Background: an optimization exercise with open tools, aiming at small area. Do not read the settings as production practice. Where RTL was checked, it was by simulation tests only, not by an equivalence proof against the original. Power is estimated from default activity; no workload was simulated.

==> flow/design.v <==
module snake_seg_match (
    input  logic [4:0] sx,
    input  logic [4:0] sy,
    input  logic [4:0] x,
    input  logic [4:0] y,
    output logic       eq
);
    assign eq = (sx == x) && (sy == y);
endmodule
module snake_body_engine #(
    parameter int GRID_W    = 40,
    parameter int GRID_H    = 30,
    parameter int XW        = 6,
    parameter int YW        = 5,
    parameter int MAX_LEN   = 64,
    parameter int INIT_LEN  = 3,
    parameter int WRAP_MODE = 0
) (
    input  logic                         clk,
    input  logic                         reset,
    input  logic                         start,
    input  logic                         tick,
    input  logic                         dir_valid,
    input  logic [1:0]                   dir_req,
    input  logic [XW-1:0]                food_x,
    input  logic [YW-1:0]                food_y,
    input  logic [XW-1:0]                query_x,
    input  logic [YW-1:0]                query_y,
    output logic [XW-1:0]                head_x,
    output logic [YW-1:0]                head_y,
    output logic [$clog2(MAX_LEN+1)-1:0] length,
    output logic                         ate,
    output logic                         game_over,
    output logic [1:0]                   over_cause,
    output logic                         query_hit,
    output logic                         query_head
);
    localparam int LW = $clog2(MAX_LEN + 1);
    localparam logic [1:0] DIR_UP     = 2'b00;
    localparam logic [1:0] DIR_DOWN   = 2'b01;
    localparam logic [1:0] DIR_LEFT   = 2'b10;
    localparam logic [1:0] DIR_RIGHT  = 2'b11;
    localparam logic [1:0] CAUSE_NONE = 2'd0;
    localparam logic [1:0] CAUSE_WALL = 2'd1;
    localparam logic [1:0] CAUSE_SELF = 2'd2;
    localparam logic [1:0] ST_IDLE    = 2'd0;
    localparam logic [1:0] ST_RUN     = 2'd1;
    localparam logic [1:0] ST_OVER    = 2'd2;
    logic [1:0]    state_r;
    logic [XW-1:0] hx_r;
    logic [YW-1:0] hy_r;
    logic [4:0]    s1x_r, s1y_r, s2x_r, s2y_r;
    logic [MAX_LEN-1:3][4:0] tx_r;
    logic [MAX_LEN-1:3][4:0] ty_r;
    logic [MAX_LEN-1:0][4:0] sx_r;
    logic [MAX_LEN-1:0][4:0] sy_r;
    assign sx_r = {tx_r, s2x_r, s1x_r, 5'd0};
    assign sy_r = {ty_r, s2y_r, s1y_r, 5'd0};
    logic [LW-1:0] len_r;
    logic [1:0]    heading_r;
    logic [1:0]    eff_dir_r;
    logic          ate_r, game_over_r, query_hit_r, query_head_r;
    logic [1:0]    cause_r;
    logic [1:0]    eff_dir_s, ref_dir_s;
    logic [XW-1:0] nx_s;
    logic [YW-1:0] ny_s;
    logic          wall_s, eat_s, self_s, step_s, move_s, restart_s, dir_accept_s;
    logic          q_hit_s, q_head_s;
    assign step_s    = tick && (state_r == ST_RUN);
    assign restart_s = start && (state_r != ST_RUN);
    assign eff_dir_s = eff_dir_r;
    assign ref_dir_s = step_s ? eff_dir_s : heading_r;
    assign dir_accept_s = dir_valid && (dir_req != {ref_dir_s[1], ~ref_dir_s[0]});
    assign eat_s     = (nx_s == food_x) && (ny_s == food_y);
    assign move_s    = step_s && !wall_s && !self_s;
    always_comb begin
        nx_s   = hx_r;
        ny_s   = hy_r;
        wall_s = 1'b0;
        case (eff_dir_s)
            DIR_UP: begin
                ny_s   = hy_r - 5'd1;
                wall_s = (hy_r == 5'd0);
            end
            DIR_DOWN: begin
                ny_s   = hy_r + 5'd1;
                wall_s = (hy_r == 5'(GRID_H - 1));
            end
            DIR_LEFT: begin
                nx_s   = hx_r - 6'd1;
                wall_s = (hx_r == 6'd0);
            end
            default: begin
                nx_s   = hx_r + 6'd1;
                wall_s = (hx_r == 6'(GRID_W - 1));
            end
        endcase
    end
    logic [MAX_LEN-1:0] live_s;       
    logic [MAX_LEN-1:0] body_s;       
    logic [MAX_LEN-1:0] tail_s;       
    always_comb begin
        for (int k = 0; k < MAX_LEN; k++) begin
            live_s[k] = (LW'(k) < len_r);
            body_s[k] = (LW'(k + 1) < len_r);
            tail_s[k] = (LW'(k + 1) == len_r);
        end
    end
    logic [MAX_LEN-1:0] ceq_s;
    logic col_body_s, col_tail_s;
    genvar g;
    generate
        for (g = 0; g < MAX_LEN; g++) begin : g_col
            if ((g % 2 == 1) && (g >= 3)) begin : g_odd
                localparam int XB = (g + 1 < 8) ? 2 : (g + 1 < 16) ? 3 : (g + 1 < 32) ? 4 : 5;
                localparam int YB = (g + 1 < 8) ? 2 : (g + 1 < 16) ? 3 : 4;
                assign ceq_s[g] = (sx_r[g][XB-1:0] == nx_s[XB:1]) &&
                                  (sy_r[g][YB:0] == ny_s[YB:0]);
            end else begin : g_even
                assign ceq_s[g] = 1'b0;
            end
        end
    endgenerate
    assign col_body_s = 1'b0;
    assign col_tail_s = 1'b0;
    assign self_s     = |(ceq_s & (body_s | ({MAX_LEN{eat_s}} & tail_s)));
    logic [MAX_LEN-1:0] qeq_s;
    logic q_par_s, q_even_s, q_odd_s;
    generate
        for (g = 1; g < MAX_LEN; g++) begin : g_q
            snake_seg_match u_m (
                .sx(sx_r[g]), .sy(sy_r[g]), .x(query_x[5:1]), .y(query_y), .eq(qeq_s[g])
            );
        end
    endgenerate
    assign qeq_s[0] = 1'b0;
    assign q_par_s  = query_x[0] ^ query_y[0] ^ hx_r[0] ^ hy_r[0];
    always_comb begin
        q_even_s = 1'b0;
        q_odd_s  = 1'b0;
        for (int k = 0; k < MAX_LEN; k++) begin
            if (k % 2 == 0) q_even_s = q_even_s | (qeq_s[k] & live_s[k]);
            else            q_odd_s  = q_odd_s  | (qeq_s[k] & live_s[k]);
        end
    end
    assign q_head_s = (query_x == hx_r) && (query_y == hy_r);
    assign q_hit_s  = q_head_s || (q_par_s ? q_odd_s : q_even_s);
    always_ff @(posedge clk or negedge reset) begin
        if (!reset) begin
            state_r <= ST_IDLE;
        end else begin
            case (state_r)
                ST_IDLE: state_r <= start ? ST_RUN : ST_IDLE;
                ST_RUN:  state_r <= (step_s && (wall_s || self_s)) ? ST_OVER : ST_RUN;
                ST_OVER: state_r <= start ? ST_RUN : ST_OVER;
                default: state_r <= ST_IDLE;
            endcase
        end
    end
    always_ff @(posedge clk or negedge reset) begin
        if (!reset) begin
            hx_r            <= 6'(GRID_W / 2);
            hy_r            <= 5'(GRID_H / 2);
            s1x_r           <= 5'((GRID_W / 2 - 1) >> 1);
            s1y_r           <= 5'(GRID_H / 2);
            s2x_r           <= 5'((GRID_W / 2 - 2) >> 1);
            s2y_r           <= 5'(GRID_H / 2);
            len_r           <= LW'(INIT_LEN);
            heading_r       <= DIR_RIGHT;
            eff_dir_r       <= DIR_RIGHT;
            ate_r           <= 1'b0;
            game_over_r     <= 1'b0;
            cause_r         <= CAUSE_NONE;
        end else if (restart_s) begin
            hx_r            <= 6'(GRID_W / 2);
            hy_r            <= 5'(GRID_H / 2);
            s1x_r           <= 5'((GRID_W / 2 - 1) >> 1);
            s1y_r           <= 5'(GRID_H / 2);
            s2x_r           <= 5'((GRID_W / 2 - 2) >> 1);
            s2y_r           <= 5'(GRID_H / 2);
            len_r           <= LW'(INIT_LEN);
            heading_r       <= DIR_RIGHT;
            eff_dir_r       <= DIR_RIGHT;
            ate_r           <= 1'b0;
            game_over_r     <= 1'b0;
            cause_r         <= CAUSE_NONE;
        end else begin
            ate_r <= 1'b0;
            if (step_s) begin
                heading_r       <= eff_dir_s;
            end
            if (dir_accept_s) begin
                eff_dir_r       <= dir_req;
            end
            if (step_s && (wall_s || self_s)) begin
                game_over_r <= 1'b1;
                cause_r     <= wall_s ? CAUSE_WALL : CAUSE_SELF;
            end
            if (move_s) begin
                hx_r    <= nx_s;
                hy_r    <= ny_s;
                s1x_r   <= hx_r[5:1];
                s1y_r   <= hy_r;
                s2x_r   <= s1x_r;
                s2y_r   <= s1y_r;
                ate_r   <= eat_s;
                if (eat_s && (len_r != LW'(MAX_LEN))) begin
                    len_r <= len_r + LW'(1);
                end
            end
        end
    end
    always_ff @(posedge clk) begin
        if (move_s) begin
            for (int k = 3; k < MAX_LEN; k++) begin
                tx_r[k] <= sx_r[k-1];
                ty_r[k] <= sy_r[k-1];
            end
        end
    end
    always_ff @(posedge clk or negedge reset) begin
        if (!reset) begin
            query_hit_r  <= 1'b0;
            query_head_r <= 1'b0;
        end else begin
            query_hit_r  <= q_hit_s;
            query_head_r <= q_head_s;
        end
    end
    assign head_x     = hx_r;
    assign head_y     = hy_r;
    assign length     = len_r;
    assign ate        = ate_r;
    assign game_over  = game_over_r;
    assign over_cause = cause_r;
    assign query_hit  = query_hit_r;
    assign query_head = query_head_r;
endmodule
export LEC_CHECK = 0
export CAP_MARGIN = 0
export CORE_MARGIN = 2
export CORE_UTILIZATION = 60.0
export CTS_BUF_LIST = sky130_fd_sc_hd__clkbuf_16
export CTS_CLUSTER_DIAMETER = 150
export CTS_CLUSTER_SIZE = 25
export PLACE_DENSITY = 0.7
export SLEW_MARGIN = 0
create_clock -name core_clock -period 7.0 [get_ports {clk}]
standard.sh (not shown) runs the stock make flow with config.mk's settings and CLKGATE_MAP_FILE= SYNTH_SCRIPT=/design/flow/synth_recipe.tcl, a recipe that flattens the netlist after the stock synthesis.
==> flow/flow/run.sh <==
#!/bin/bash
# The standard layout (standard.sh) with these changes:
#  - synthesis: the standard flow's synthesis script, with an area-oriented ABC mapping
#    script (flow/area_synth.tcl, flow/abc_area_relaxed.script),
#  - port buffers use the smallest buffer cell,
#  - clock tree synthesis adds no dummy loads, and uses smaller buffers
#    above the leaf level.
set -euo pipefail
WORK=$(pwd)
export BUFFER_PORTS_ARGS="-buffer_cell sky130_fd_sc_hd__buf_1"
export CTS_ARGS="-sink_clustering_enable -repair_clock_nets -dont_use_dummy_load -buf_list sky130_fd_sc_hd__clkbuf_16 -root_buf sky130_fd_sc_hd__clkbuf_8 -tree_buf sky130_fd_sc_hd__clkbuf_4 -sink_clustering_size 25 -sink_clustering_max_diameter 150"
export AREA_ABC_SCRIPT="$WORK/flow/abc_area_relaxed.script"
make -C "$FLOW_HOME" DESIGN_CONFIG="$WORK/config.mk" WORK_HOME="$WORK/orfs" CLKGATE_MAP_FILE= \
  SYNTH_SCRIPT="$WORK/flow/area_synth.tcl" synth > synth_flow.log 2>&1
bash standard.sh > standard_flow.log 2>&1
==> flow/flow/abc_area_relaxed.script <==
&get -n
&st
&dc2
&dch
&nf -R 1000 -a -A 4 -C 32 -F 8
&put
topo
stime -c
dnsize -c
==> flow/flow/area_synth.tcl <==
proc synth {args} { yosys synth -nofsm -noshare {*}$args }
# The standard flow's synthesis script, with ABC's mapping script replaced by
# abc_area_relaxed.script: an area-oriented mapping (delay target relaxed,
# no ABC buffering or upsizing); the layout's repair steps fix timing.
proc abc {args} {
  set i [lsearch -exact $args -script]
  if { $i >= 0 } { lset args [expr {$i + 1}] $::env(AREA_ABC_SCRIPT) }
  yosys abc {*}$args
}
source $::env(SCRIPTS_DIR)/synth.tcl
# left out here: clear keep_hierarchy, flatten, clean up, hide names made inside functions, write 1_2_yosys.v
The first run produced a clean layout.
Rerun with:
--- a/flow/design.v
+++ b/flow/design.v
@@ -55,23 +55,24 @@
     logic [MAX_LEN-1:0][4:0] sx_r;
     logic [MAX_LEN-1:0][4:0] sy_r;
     assign sx_r = {tx_r, s2x_r, s1x_r, 5'd0};
     assign sy_r = {ty_r, s2y_r, s1y_r, 5'd0};
     logic [LW-1:0] len_r;
     logic [1:0]    heading_r;
-    logic [1:0]    eff_dir_r;
+    logic [1:0]    pending_r;
+    logic          pending_valid_r;
     logic          ate_r, game_over_r, query_hit_r, query_head_r;
     logic [1:0]    cause_r;
     logic [1:0]    eff_dir_s, ref_dir_s;
     logic [XW-1:0] nx_s;
     logic [YW-1:0] ny_s;
     logic          wall_s, eat_s, self_s, step_s, move_s, restart_s, dir_accept_s;
     logic          q_hit_s, q_head_s;
     assign step_s    = tick && (state_r == ST_RUN);
     assign restart_s = start && (state_r != ST_RUN);
-    assign eff_dir_s = eff_dir_r;
+    assign eff_dir_s = pending_valid_r ? pending_r : heading_r;
     assign ref_dir_s = step_s ? eff_dir_s : heading_r;
     assign dir_accept_s = dir_valid && (dir_req != {ref_dir_s[1], ~ref_dir_s[0]});
     assign eat_s     = (nx_s == food_x) && (ny_s == food_y);
     assign move_s    = step_s && !wall_s && !self_s;
     always_comb begin
         nx_s   = hx_r;
@@ -164,36 +165,40 @@
             s1x_r           <= 5'((GRID_W / 2 - 1) >> 1);
             s1y_r           <= 5'(GRID_H / 2);
             s2x_r           <= 5'((GRID_W / 2 - 2) >> 1);
             s2y_r           <= 5'(GRID_H / 2);
             len_r           <= LW'(INIT_LEN);
             heading_r       <= DIR_RIGHT;
-            eff_dir_r       <= DIR_RIGHT;
+            pending_r       <= DIR_RIGHT;
+            pending_valid_r <= 1'b0;
             ate_r           <= 1'b0;
             game_over_r     <= 1'b0;
             cause_r         <= CAUSE_NONE;
         end else if (restart_s) begin
             hx_r            <= 6'(GRID_W / 2);
             hy_r            <= 5'(GRID_H / 2);
             s1x_r           <= 5'((GRID_W / 2 - 1) >> 1);
             s1y_r           <= 5'(GRID_H / 2);
             s2x_r           <= 5'((GRID_W / 2 - 2) >> 1);
             s2y_r           <= 5'(GRID_H / 2);
             len_r           <= LW'(INIT_LEN);
             heading_r       <= DIR_RIGHT;
-            eff_dir_r       <= DIR_RIGHT;
+            pending_r       <= DIR_RIGHT;
+            pending_valid_r <= 1'b0;
             ate_r           <= 1'b0;
             game_over_r     <= 1'b0;
             cause_r         <= CAUSE_NONE;
         end else begin
             ate_r <= 1'b0;
             if (step_s) begin
                 heading_r       <= eff_dir_s;
+                pending_valid_r <= 1'b0;
             end
             if (dir_accept_s) begin
-                eff_dir_r       <= dir_req;
+                pending_r       <= dir_req;
+                pending_valid_r <= 1'b1;
             end
             if (step_s && (wall_s || self_s)) begin
                 game_over_r <= 1'b1;
                 cause_r     <= wall_s ? CAUSE_WALL : CAUSE_SELF;
             end
             if (move_s) begin
What happened: The new run produced a clean layout. Via count went up by 2.3%. Register-to-register slack is worse by 0.14 ns. Clock-buffer cell count does not change. Synthesized cell count went down by 1.9%. Area after synthesis stays flat. Routed wire length hardly moves. Setup slack is worse by 0.14 ns. Hold slack is worse by 0.026 ns. Critical path depth went up by 2. Power went up by 6.3%. Combinational power went up by 20%. Final cell count went down by 1.2%.
Function not checked in the first run of this note: the RTL went through the layout flow alone.

* * *

## run a
Starts from the design.v that is shown in full above.
export LEC_CHECK = 0
export CAP_MARGIN = 0
export CORE_MARGIN = 2
export CORE_UTILIZATION = 60.0
export CTS_BUF_LIST = sky130_fd_sc_hd__clkbuf_16
export CTS_CLUSTER_DIAMETER = 80
export CTS_CLUSTER_SIZE = 25
export PLACE_DENSITY = 0.7
export SLEW_MARGIN = 0
create_clock -name core_clock -period 7.0 [get_ports {clk}]
==> flow/flow/run.sh <==
#!/bin/bash
# The standard layout (standard.sh) with these changes:
#  - synthesis: the standard flow's synthesis script, with an area-oriented ABC mapping
#    script (flow/area_synth.tcl, flow/abc_area_relaxed.script),
#  - port buffers use the smallest buffer cell,
#  - clock tree synthesis adds no dummy loads.
set -euo pipefail
WORK=$(pwd)
export BUFFER_PORTS_ARGS="-buffer_cell sky130_fd_sc_hd__buf_1"
export CTS_ARGS="-sink_clustering_enable -repair_clock_nets -dont_use_dummy_load -buf_list sky130_fd_sc_hd__clkbuf_16 -sink_clustering_size 25 -sink_clustering_max_diameter 80"
export AREA_ABC_SCRIPT="$WORK/flow/abc_area_relaxed.script"
make -C "$FLOW_HOME" DESIGN_CONFIG="$WORK/config.mk" WORK_HOME="$WORK/orfs" CLKGATE_MAP_FILE= \
  SYNTH_SCRIPT="$WORK/flow/area_synth.tcl" synth > synth_flow.log 2>&1
bash standard.sh > standard_flow.log 2>&1
==> flow/flow/abc_area_relaxed.script <==
&get -n
&st
&dch
&nf -R 1000
&st
&syn2
&if -g -K 6
&synch2
&nf -R 1000
&st
&syn2
&if -g -K 6
&synch2
&nf -R 1000
&st
&syn2
&if -g -K 6
&synch2
&nf -R 1000
&st
&syn2
&if -g -K 6
&synch2
&nf -R 1000
&st
&syn2
&if -g -K 6
&synch2
&nf -R 1000
&put
topo
stime -c
dnsize -c
==> flow/flow/area_synth.tcl <==
proc synth {args} { yosys synth -nofsm -noshare {*}$args }
# The standard flow's synthesis script, with ABC's mapping script replaced by
# abc_area_relaxed.script (the speed script's passes with the delay target
# relaxed, and without ABC's own buffering and upsizing).
proc abc {args} {
  set i [lsearch -exact $args -script]
  if { $i >= 0 } { lset args [expr {$i + 1}] $::env(AREA_ABC_SCRIPT) }
  yosys abc {*}$args
}
source $::env(SCRIPTS_DIR)/synth.tcl
# left out here: clear keep_hierarchy, flatten, clean up, hide names made inside functions, write 1_2_yosys.v
Relative to run a, the following input files were edited for run b:
--- a/flow/design.v
+++ b/flow/design.v
@@ -55,23 +55,24 @@
     logic [MAX_LEN-1:0][4:0] sx_r;
     logic [MAX_LEN-1:0][4:0] sy_r;
     assign sx_r = {tx_r, s2x_r, s1x_r, 5'd0};
     assign sy_r = {ty_r, s2y_r, s1y_r, 5'd0};
     logic [LW-1:0] len_r;
     logic [1:0]    heading_r;
-    logic [1:0]    eff_dir_r;
+    logic [1:0]    pending_r;
+    logic          pending_valid_r;
     logic          ate_r, game_over_r, query_hit_r, query_head_r;
     logic [1:0]    cause_r;
     logic [1:0]    eff_dir_s, ref_dir_s;
     logic [XW-1:0] nx_s;
     logic [YW-1:0] ny_s;
     logic          wall_s, eat_s, self_s, step_s, move_s, restart_s, dir_accept_s;
     logic          q_hit_s, q_head_s;
     assign step_s    = tick && (state_r == ST_RUN);
     assign restart_s = start && (state_r != ST_RUN);
-    assign eff_dir_s = eff_dir_r;
+    assign eff_dir_s = pending_valid_r ? pending_r : heading_r;
     assign ref_dir_s = step_s ? eff_dir_s : heading_r;
     assign dir_accept_s = dir_valid && (dir_req != {ref_dir_s[1], ~ref_dir_s[0]});
     assign eat_s     = (nx_s == food_x) && (ny_s == food_y);
     assign move_s    = step_s && !wall_s && !self_s;
     always_comb begin
         nx_s   = hx_r;
@@ -164,36 +165,40 @@
             s1x_r           <= 5'((GRID_W / 2 - 1) >> 1);
             s1y_r           <= 5'(GRID_H / 2);
             s2x_r           <= 5'((GRID_W / 2 - 2) >> 1);
             s2y_r           <= 5'(GRID_H / 2);
             len_r           <= LW'(INIT_LEN);
             heading_r       <= DIR_RIGHT;
-            eff_dir_r       <= DIR_RIGHT;
+            pending_r       <= DIR_RIGHT;
+            pending_valid_r <= 1'b0;
             ate_r           <= 1'b0;
             game_over_r     <= 1'b0;
             cause_r         <= CAUSE_NONE;
         end else if (restart_s) begin
             hx_r            <= 6'(GRID_W / 2);
             hy_r            <= 5'(GRID_H / 2);
             s1x_r           <= 5'((GRID_W / 2 - 1) >> 1);
             s1y_r           <= 5'(GRID_H / 2);
             s2x_r           <= 5'((GRID_W / 2 - 2) >> 1);
             s2y_r           <= 5'(GRID_H / 2);
             len_r           <= LW'(INIT_LEN);
             heading_r       <= DIR_RIGHT;
-            eff_dir_r       <= DIR_RIGHT;
+            pending_r       <= DIR_RIGHT;
+            pending_valid_r <= 1'b0;
             ate_r           <= 1'b0;
             game_over_r     <= 1'b0;
             cause_r         <= CAUSE_NONE;
         end else begin
             ate_r <= 1'b0;
             if (step_s) begin
                 heading_r       <= eff_dir_s;
+                pending_valid_r <= 1'b0;
             end
             if (dir_accept_s) begin
-                eff_dir_r       <= dir_req;
+                pending_r       <= dir_req;
+                pending_valid_r <= 1'b1;
             end
             if (step_s && (wall_s || self_s)) begin
                 game_over_r <= 1'b1;
                 cause_r     <= wall_s ? CAUSE_WALL : CAUSE_SELF;
             end
             if (move_s) begin
## What came out
Run b reached the end of the flow, and the finished layout is clean on the timing, design-rule and antenna checks.
Run b gives less data arrival time of the critical path than run a did.
Changes observed in run b relative to run a: number of vias in the routed layout lost 0.42%, combinational power share fell 1.2 points, synthesized instance count lost about 0.66%, total iterations of the first detailed-routing run down 1, total power now sits higher.
Of the two values seen for startpoint of the worst setup timing path, pending_valid_r$_DFFE_PN0P_ was produced by run b and eff_dir_r[1]$_DFFE_PN1P_ by run a.
| number of sinks handled by clock tree synthesis | run b vs run a | ≈ equal |
Only the layout flow was run in run a; the RTL was not checked for function there.

==> separate check: timing with driven ports <==
In the flow no input, the clock included, has a driving cell. The finished layouts below were timed again as built, in two steps.
Step 1 assumes that a clkbuf_16 drives the clock port and a buf_2 every other input.
Step 2 times the ports against the registers' clock, not the clock port: input delays grow and output delays shrink by t, the midpoint of the rising clock arrivals with the driver on.
Slacks: no drivers / after step 1 / after step 2; pairs: no drivers / after step 1.
run | t (ns) | slack for setup (ns) | worst slew at a driven data input, ns
the first run of note 1 | 0.810 | 0.602 / 0.602 / 0.602 | 0.05
the second run of note 1 | 0.828 | 0.465 / 0.465 / 0.465 | 0.06
run a | 0.635 | 0.246 / 0.246 / 0.246 | 0.11
run b | 0.639 | 0.489 / 0.489 / 0.489 | 0.04
After both steps setup and hold are still met in every run listed.
